Context: an optimization exercise on an open-source flow, tuned for small area, a short achievable clock period and few clock cycles per item. The choices shown serve that exercise and are no tape-out recipe. Only simulation tests tie the RTL to the original design; equivalence was not proved.

File: design/flow/config.mk
export PLATFORM = sky130hd
export DESIGN_NAME = aes_128_key_inv
export DESIGN_NICKNAME = aes_128_key_inv
export VERILOG_FILES = /design/flow/design.v
export SDC_FILE = /design/flow/constraint.sdc
export NUM_CORES = 4
export LEC_CHECK = 0
export CAP_MARGIN = 20
export CORE_MARGIN = 2
export CORE_UTILIZATION = 40
export SLEW_MARGIN = 20
File: design/flow/constraint.sdc
create_clock -name core_clock -period 16.0 [get_ports {clk}]
set_input_delay 3.2000 -clock core_clock [delete_from_list [all_inputs] [get_ports {clk}]]
set_output_delay 3.2000 -clock core_clock [all_outputs]
set_load 0.01 [all_outputs]
File: design/flow/design.v
package aes_pkg;
    localparam int AES_NR = 10;
    typedef logic [31:0]  aes_word_t;
    typedef logic [127:0] aes_key_t;
    function automatic logic [7:0] gf_xtime(input logic [7:0] a);
        gf_xtime = {a[6:0], 1'b0} ^ (a[7] ? 8'h1b : 8'h00);
    endfunction
    function automatic logic [7:0] aes_rcon(input logic [3:0] i);
        aes_rcon = {i == 4'd8, i == 4'd7, i == 4'd6, i == 4'd5, i == 4'd4, i == 4'd3, i == 4'd2, i == 4'd1}
                 ^ ((i == 4'd9)  ? 8'h1b : 8'h00)
                 ^ ((i == 4'd10) ? 8'h36 : 8'h00);
    endfunction
endpackage
module aes_sbox
(
    input  logic [7:0] a,
    output logic [7:0] y
);
    logic U0, U1, U2, U3, U4, U5, U6, U7;
    logic T1, T2, T3, T4, T5, T6, T7, T8, T9, T10, T11, T12;
    logic T13, T14, T15, T16, T17, T18, T19, T20, T21, T22, T23, T24;
    logic T25, T26, T27, M1, M2, M3, M4, M5, M6, M7, M8, M9;
    logic M10, M11, M12, M13, M14, M15, M16, M17, M18, M19, M20, M21;
    logic M22, M23, M24, M25, M26, M27, M28, M29, M30, M31, M32, M33;
    logic M34, M35, M36, M37, M38, M39, M40, M41, M42, M43, M44, M45;
    logic M46, M47, M48, M49, M50, M51, M52, M53, M54, M55, M56, M57;
    logic M58, M59, M60, M61, M62, M63, L0, L1, L2, L3, L4, L5;
    logic L6, L7, L8, L9, L10, L11, L12, L13, L14, L15, L16, L17;
    logic L18, L19, L20, L21, L22, L23, L24, L25, L26, L27, L28, L29;
    assign {U0, U1, U2, U3, U4, U5, U6, U7} = a;
    assign T1 = U0 ^ U3;
    assign T2 = U0 ^ U5;
    assign T3 = U0 ^ U6;
    assign T4 = U3 ^ U5;
    assign T5 = U4 ^ U6;
    assign T6 = T1 ^ T5;
    assign T7 = U1 ^ U2;
    assign T8 = U7 ^ T6;
    assign T9 = U7 ^ T7;
    assign T10 = T6 ^ T7;
    assign T11 = U1 ^ U5;
    assign T12 = U2 ^ U5;
    assign T13 = T3 ^ T4;
    assign T14 = T6 ^ T11;
    assign T15 = T5 ^ T11;
    assign T16 = T5 ^ T12;
    assign T17 = T9 ^ T16;
    assign T18 = U3 ^ U7;
    assign T19 = T7 ^ T18;
    assign T20 = T1 ^ T19;
    assign T21 = U6 ^ U7;
    assign T22 = T7 ^ T21;
    assign T23 = T2 ^ T22;
    assign T24 = T2 ^ T10;
    assign T25 = T20 ^ T17;
    assign T26 = T3 ^ T16;
    assign T27 = T1 ^ T12;
    assign M1 = T13 & T6;
    assign M2 = T23 & T8;
    assign M3 = T14 ^ M1;
    assign M4 = T19 & U7;
    assign M5 = M4 ^ M1;
    assign M6 = T3 & T16;
    assign M7 = T22 & T9;
    assign M8 = T26 ^ M6;
    assign M9 = T20 & T17;
    assign M10 = M9 ^ M6;
    assign M11 = T1 & T15;
    assign M12 = T4 & T27;
    assign M13 = M12 ^ M11;
    assign M14 = T2 & T10;
    assign M15 = M14 ^ M11;
    assign M16 = M3 ^ M2;
    assign M17 = M5 ^ T24;
    assign M18 = M8 ^ M7;
    assign M19 = M10 ^ M15;
    assign M20 = M16 ^ M13;
    assign M21 = M17 ^ M15;
    assign M22 = M18 ^ M13;
    assign M23 = M19 ^ T25;
    assign M24 = M22 ^ M23;
    assign M25 = M22 & M20;
    assign M26 = M21 ^ M25;
    assign M27 = M20 ^ M21;
    assign M28 = M23 ^ M25;
    assign M29 = M28 & M27;
    assign M30 = M26 & M24;
    assign M31 = M20 & M23;
    assign M32 = M27 & M31;
    assign M33 = M27 ^ M25;
    assign M34 = M21 & M22;
    assign M35 = M24 & M34;
    assign M36 = M24 ^ M25;
    assign M37 = M21 ^ M29;
    assign M38 = M32 ^ M33;
    assign M39 = M23 ^ M30;
    assign M40 = M35 ^ M36;
    assign M41 = M38 ^ M40;
    assign M42 = M37 ^ M39;
    assign M43 = M37 ^ M38;
    assign M44 = M39 ^ M40;
    assign M45 = M42 ^ M41;
    assign M46 = M44 & T6;
    assign M47 = M40 & T8;
    assign M48 = M39 & U7;
    assign M49 = M43 & T16;
    assign M50 = M38 & T9;
    assign M51 = M37 & T17;
    assign M52 = M42 & T15;
    assign M53 = M45 & T27;
    assign M54 = M41 & T10;
    assign M55 = M44 & T13;
    assign M56 = M40 & T23;
    assign M57 = M39 & T19;
    assign M58 = M43 & T3;
    assign M59 = M38 & T22;
    assign M60 = M37 & T20;
    assign M61 = M42 & T1;
    assign M62 = M45 & T4;
    assign M63 = M41 & T2;
    assign L0 = M61 ^ M62;
    assign L1 = M50 ^ M56;
    assign L2 = M46 ^ M48;
    assign L3 = M47 ^ M55;
    assign L4 = M54 ^ M58;
    assign L5 = M49 ^ M61;
    assign L6 = M62 ^ L5;
    assign L7 = M46 ^ L3;
    assign L8 = M51 ^ M59;
    assign L9 = M52 ^ M53;
    assign L10 = M53 ^ L4;
    assign L11 = M60 ^ L2;
    assign L12 = M48 ^ M51;
    assign L13 = M50 ^ L0;
    assign L14 = M52 ^ M61;
    assign L15 = M55 ^ L1;
    assign L16 = M56 ^ L0;
    assign L17 = M57 ^ L1;
    assign L18 = M58 ^ L8;
    assign L19 = M63 ^ L4;
    assign L20 = L0 ^ L1;
    assign L21 = L1 ^ L7;
    assign L22 = L3 ^ L12;
    assign L23 = L18 ^ L2;
    assign L24 = L15 ^ L9;
    assign L25 = L6 ^ L10;
    assign L26 = L7 ^ L9;
    assign L27 = L8 ^ L10;
    assign L28 = L11 ^ L14;
    assign L29 = L11 ^ L17;
    assign y[7] = L6 ^ L24;
    assign y[6] = ~(L16 ^ L26);
    assign y[5] = ~(L19 ^ L28);
    assign y[4] = L6 ^ L21;
    assign y[3] = L20 ^ L22;
    assign y[2] = L25 ^ L29;
    assign y[1] = ~(L13 ^ L27);
    assign y[0] = ~(L6 ^ L23);
endmodule
module aes_inv_mix_col
(
    input  aes_pkg::aes_word_t col,
    input  logic               en,
    output aes_pkg::aes_word_t mixed
);
    logic [7:0] x0, x1, x2, x3;
    logic [7:0] t, tt, u, v;
    logic [7:0] m0, m1, m2, m3;
    assign {x0, x1, x2, x3} = col;
    assign t  = x0 ^ x1 ^ x2 ^ x3;
    assign tt = t ^ aes_pkg::gf_xtime(aes_pkg::gf_xtime(aes_pkg::gf_xtime(t)));
    assign u  = aes_pkg::gf_xtime(aes_pkg::gf_xtime(x0 ^ x2));
    assign v  = aes_pkg::gf_xtime(aes_pkg::gf_xtime(x1 ^ x3));
    assign m0 = u ^ tt ^ aes_pkg::gf_xtime(x0 ^ x1);
    assign m1 = v ^ tt ^ aes_pkg::gf_xtime(x1 ^ x2);
    assign m2 = u ^ tt ^ aes_pkg::gf_xtime(x2 ^ x3);
    assign m3 = v ^ tt ^ aes_pkg::gf_xtime(x3 ^ x0);
    assign mixed = col ^ ({m0, m1, m2, m3} & {32{en}});
endmodule
module aes_128_key_inv
(
    input  logic       clk,
    input  logic       rst,
    input  logic       key_vld_i,
    input  aes_pkg::aes_key_t key_i,
    output logic       key_rdy_o,
    output logic       rk_vld_o,
    input  logic       rk_rdy_i,
    output aes_pkg::aes_key_t rk_o,
    output logic [3:0] rk_idx_o,
    output logic       rk_last_o
);
    aes_pkg::aes_key_t   key_q;
    logic [3:0] idx_q;
    logic       vld_q;
    logic       mid_q;    
    logic       last_q;   
    aes_pkg::aes_word_t  w0, w1, w2, w3;
    aes_pkg::aes_word_t  p0, p1, p2, p3;
    aes_pkg::aes_word_t  rot;
    aes_pkg::aes_word_t  sub;
    aes_pkg::aes_key_t   prev_key;
    assign {w0, w1, w2, w3} = key_q;
    assign p3  = w3 ^ w2;
    assign p2  = w2 ^ w1;
    assign p1  = w1 ^ w0;
    assign rot = {p3[23:0], p3[31:24]};
    assign p0  = w0 ^ sub ^ {aes_pkg::aes_rcon(idx_q), 24'h0};
    assign prev_key = {p0, p1, p2, p3};
    for (genvar g = 0; g < 4; g++) begin : g_sbox
        aes_sbox u_sbox (
            .a (rot[8*g +: 8]),
            .y (sub[8*g +: 8])
        );
    end
    always_ff @(posedge clk) begin
        if (!vld_q) begin
            key_q  <= key_i;
            idx_q  <= 4'(aes_pkg::AES_NR);
            mid_q  <= 1'b0;
            last_q <= 1'b0;
        end else if (rk_rdy_i) begin
            key_q  <= prev_key;
            idx_q  <= idx_q - 4'd1;
            mid_q  <= (idx_q != 4'd1);
            last_q <= (idx_q == 4'd1);
        end
    end
    always_ff @(posedge clk) begin
        if (rst) begin
            vld_q <= 1'b0;
        end else if (!vld_q) begin
            vld_q <= key_vld_i;
        end else if (rk_rdy_i && last_q) begin
            vld_q <= 1'b0;
        end
    end
    assign key_rdy_o = !vld_q;
    assign rk_vld_o  = vld_q;
    assign rk_idx_o  = idx_q;
    assign rk_last_o = last_q;
    for (genvar c = 0; c < 4; c++) begin : g_col
        aes_inv_mix_col u_imc (
            .col   (key_q[32*c +: 32]),
            .en    (mid_q),
            .mixed (rk_o[32*c +: 32])
        );
    end
endmodule
File: design/flow/run.sh
#!/bin/bash
# synth_recipe.tcl (not shown) runs the flow's synth.tcl, then flattens the netlist and writes it again
# the make line also repeats each setting of config.mk as NAME=value (left out here)
make -C /OpenROAD-flow-scripts/flow DESIGN_CONFIG=/design/flow/config.mk WORK_HOME=/design/flow/orfs CLKGATE_MAP_FILE= SYNTH_SCRIPT=/design/flow/synth_recipe.tcl finish
==> results.sh <==
export IMPL_area_growth_pct=15.8
export IMPL_post_synth_top_count_cell="xnor2_1"
export IMPL_synthCells=2452
export IMPL_synth_commonest_cells="xnor2_1, nand2_1, nor2_1, xor2_1, a21oi_1"
export IMPL_fin_cells=3255
export IMPL_endpoint_kind="output pin"
export IMPL_first_global_vias=18054
export IMPL_ys_ff_latch=135
export IMPL_slowest_stage="edfxtp_1"
export IMPL_synth_flop_cell="edfxtp_1"
export IMPL_vias=18139
export IMPL_post_cts_buffers=0
export IMPL_place_ws_ps=8990
export IMPL_ys_top_cells_by_area="xnor2_1, edfxtp_1, xor2_1, a21oi_1, nand2_1"
export IMPL_nets=2699
export IMPL_dr_wl_met3_um=4310
export IMPL_drt_met1_wl_um=35100
export IMPL_cts_root_buf="clkbuf_16"
export IMPL_antenna_found_initial=0
export IMPL_cts_buffer_depth=2
export IMPL_slew_headroom=0.256
export IMPL_die_w_um=236
export IMPL_fp_dieH_um=236
export IMPL_port_buffers=266
export IMPL_regArea_mm2=0.00399
export IMPL_dp_hpwl_um=60700
export IMPL_rsz0062_at_grt="no"
export IMPL_clock_sinks=135
export IMPL_drive_gt1_frac=0.0764
export IMPL_yosysSeqAreaShare=0.185
export IMPL_core_rowCount=84
export IMPL_multi_input_comb_area_mm2=0.0165
export IMPL_reg2reg_slack_ps=9330
export IMPL_post_cts_resized=0
export IMPL_crit_top_cell="xnor2_1"
export IMPL_routabilityCongestion=0.942
export IMPL_design_die_area_mm2=0.0556
export IMPL_tns_ps=0
export IMPL_skew_ps=12.1
export IMPL_fin_crit_ps=7590
export IMPL_via_per_inst=5.57
export IMPL_yosys_cell_types_count=93
export IMPL_cp_cell_sequence="xor2_1 > xnor2_1 > xnor2_1 > xnor2_1 > xnor2_1 > xnor2_1 > nand2_1 > xnor2_1 > clkdlybuf4s50_1"
export IMPL_start_util=0.407
export IMPL_whs_path_depth=1
export IMPL_core_area_mm2=0.0529
export IMPL_grtUsageTotal=0.279
export IMPL_synth_edf_count=128
export IMPL_synth_area_mm2=0.0215
export IMPL_synth_top_area_frac=0.327
export IMPL_route_detailed_wl_per_inst_um=24.1
export IMPL_cts_made_buffers=17
export IMPL_hold_class="reg -> reg"
export IMPL_critPathKind="reg -> out"
export IMPL_setup_violations=0
export IMPL_required_ps=12800
export IMPL_highest_layer="met4"
export IMPL_synthArstFlopShare=0
export IMPL_drc=0
export IMPL_cts_tree="done"
export IMPL_finalHoldViolations=0
export IMPL_grt_pass1_wl_um=117000
export IMPL_grt_max_degree=195
export IMPL_num_antenna_cells=0
export IMPL_arrival_ps=4390
export IMPL_rr_worst_depth=14
export IMPL_tightest_slew_ps=1110
export IMPL_cp_slowest_stage_delay_ps=850
export IMPL_syn_area_per_cell_um2=8.77
export IMPL_wirelength_um=78400
export IMPL_synth_largest_area_cell="xnor2_1"
export IMPL_drt_iter0_drc=1606
export IMPL_maxSlewViolCount=0
export IMPL_cts_hold_fix_buffers=0
export IMPL_timing_final_crit_share=0.474
export IMPL_fmax_ghz=0.132
export IMPL_overflow=0
export IMPL_worst_slack_ps=8410
export IMPL_drv_cap=0
export IMPL_cts_clk_slew_worst_paths_ps=70
export IMPL_worstSkewPairLatency_ps=500
export IMPL_status="no timing/DRC/antenna violations"
export IMPL_yosysWarnings=2
export IMPL_path_max_fanout=6
export IMPL_ant_nets=0
export IMPL_wl_met2_um=36900
export IMPL_dr_pass1_iters=5
export IMPL_synth_fp_nets=2597
export IMPL_h_tree_depth=4
export IMPL_dpl_cell_count=3223
export IMPL_io_pins=267
export IMPL_cp_start_kind="register"
export IMPL_fillers=5086
cells by family after synthesis:
logic type | share of synthesized area
fa+ha+maj | 0.00850
buf+inv | 0.0482
xor+xnor | 0.496
mux | 0.0188
compound gates | 0.132
flops | 0.185
simple gates | 0.111
final cells by class:
class                   count  share of cell area
clock buffers              17              0.0171
clock inverters            15             0.00709
inverters                   8             0.00121
multi-input cells        2095               0.663
flip-flops and latches    135               0.160
well taps                 688              0.0346
repair buffers            297               0.117
layer usage:
layer / up-vias / track usage
li1: 8445 / -
met4: 0 / 0.0867
met3: 103 / 0.0414
met1: 8950 / 0.376
met2: 641 / 0.458
met5: - / 0
critical path, delay by kind of cell, from the launching register on:
kind,cells,cell delay (ps)
DFF,1,850
buffers and inverters,1,580
xor gates and xnor gates,7,2370
and+or+nand+nor,1,90
state kept, by name, indices dropped and copies added (netlist names):
| name | cells |
|---|---|
| vld_q | 1 |
| idx_q | 4 |
| key_q | 128 |
| last_q | 1 |
| mid_q | 1 |
path summary, 6_finish.rpt:
check | from | to
worst min-delay path | last_q | vld_q
worst max register to register | key_q[63] | key_q[98]
worst max-delay path | key_q[55] | rk_o[54]
worst min register to register | last_q | vld_q
through the flow:
stage / utilization / hold slack [ps] / instance area [um2]
finish: 0.471 / 561 / 24900
detailed placement: 0.459 / 589 / 24300
global placement: 0.459 / 590 / 24300
floorplan: - / 513 / 21500
CTS: 0.471 / 594 / 24900
global route: 0.471 / 594 / 24900
cell usage in the layout, fill, tap and decap left out, types with 17 or more instances in the layout:
| cell type | synthesis | final |
|---|---|---|
| xnor2_4 | 20 | 20 |
| o211ai_1 | 19 | 19 |
| a21oi_1 | 164 | 164 |
| clkdlybuf4s50_1 | 0 | 266 |
| xnor3_1 | 28 | 28 |
| buf_4 | 24 | 30 |
| nand2_1 | 214 | 213 |
| xor2_1 | 174 | 173 |
| o21ai_0 | 55 | 55 |
| mux2_2 | 18 | 18 |
| clkbuf_16 | 0 | 17 |
| nand3_1 | 22 | 22 |
| mux2i_1 | 19 | 19 |
| a211oi_1 | 20 | 20 |
| nor2_1 | 194 | 194 |
| xnor2_2 | 38 | 39 |
| edfxtp_1 | 128 | 128 |
| nor3_1 | 29 | 29 |
| xnor2_1 | 802 | 801 |
Testbench counts, summed over its fixed seeds: cycles 3,840, items 3,520.

what the ideal ports hide:
No port has a modelled driver above. Below, the same layout with a new extraction and two added sets of constraints. Step 1 (the two cells are an assumption about what drives the block):
set clk [get_ports {clk}]
set_driving_cell -lib_cell sky130_fd_sc_hd__clkbuf_16 $clk
set_driving_cell -lib_cell sky130_fd_sc_hd__buf_2 [delete_from_list [all_inputs] $clk]
Step 2, shift: input delay + t, output delay - t, t = (earliest + latest rising clock arrival at the registers) / 2. This alone moves slack from input paths to output paths. a / b / c = no drivers / after step 1 / after step 2; a / b = the first two.
shift t [ns]: 0.553
slack for setup (ns): 8.410 / 8.354 / 8.907
worst hold slack (ns): 0.561 / 0.561 / 0.561
latest minus earliest clock arrival (ns): 0.013 / 0.012
After both steps this run still meets setup and hold. The setup slack of this run moves by -0.056 ns with the drivers and by +0.497 ns with both steps.
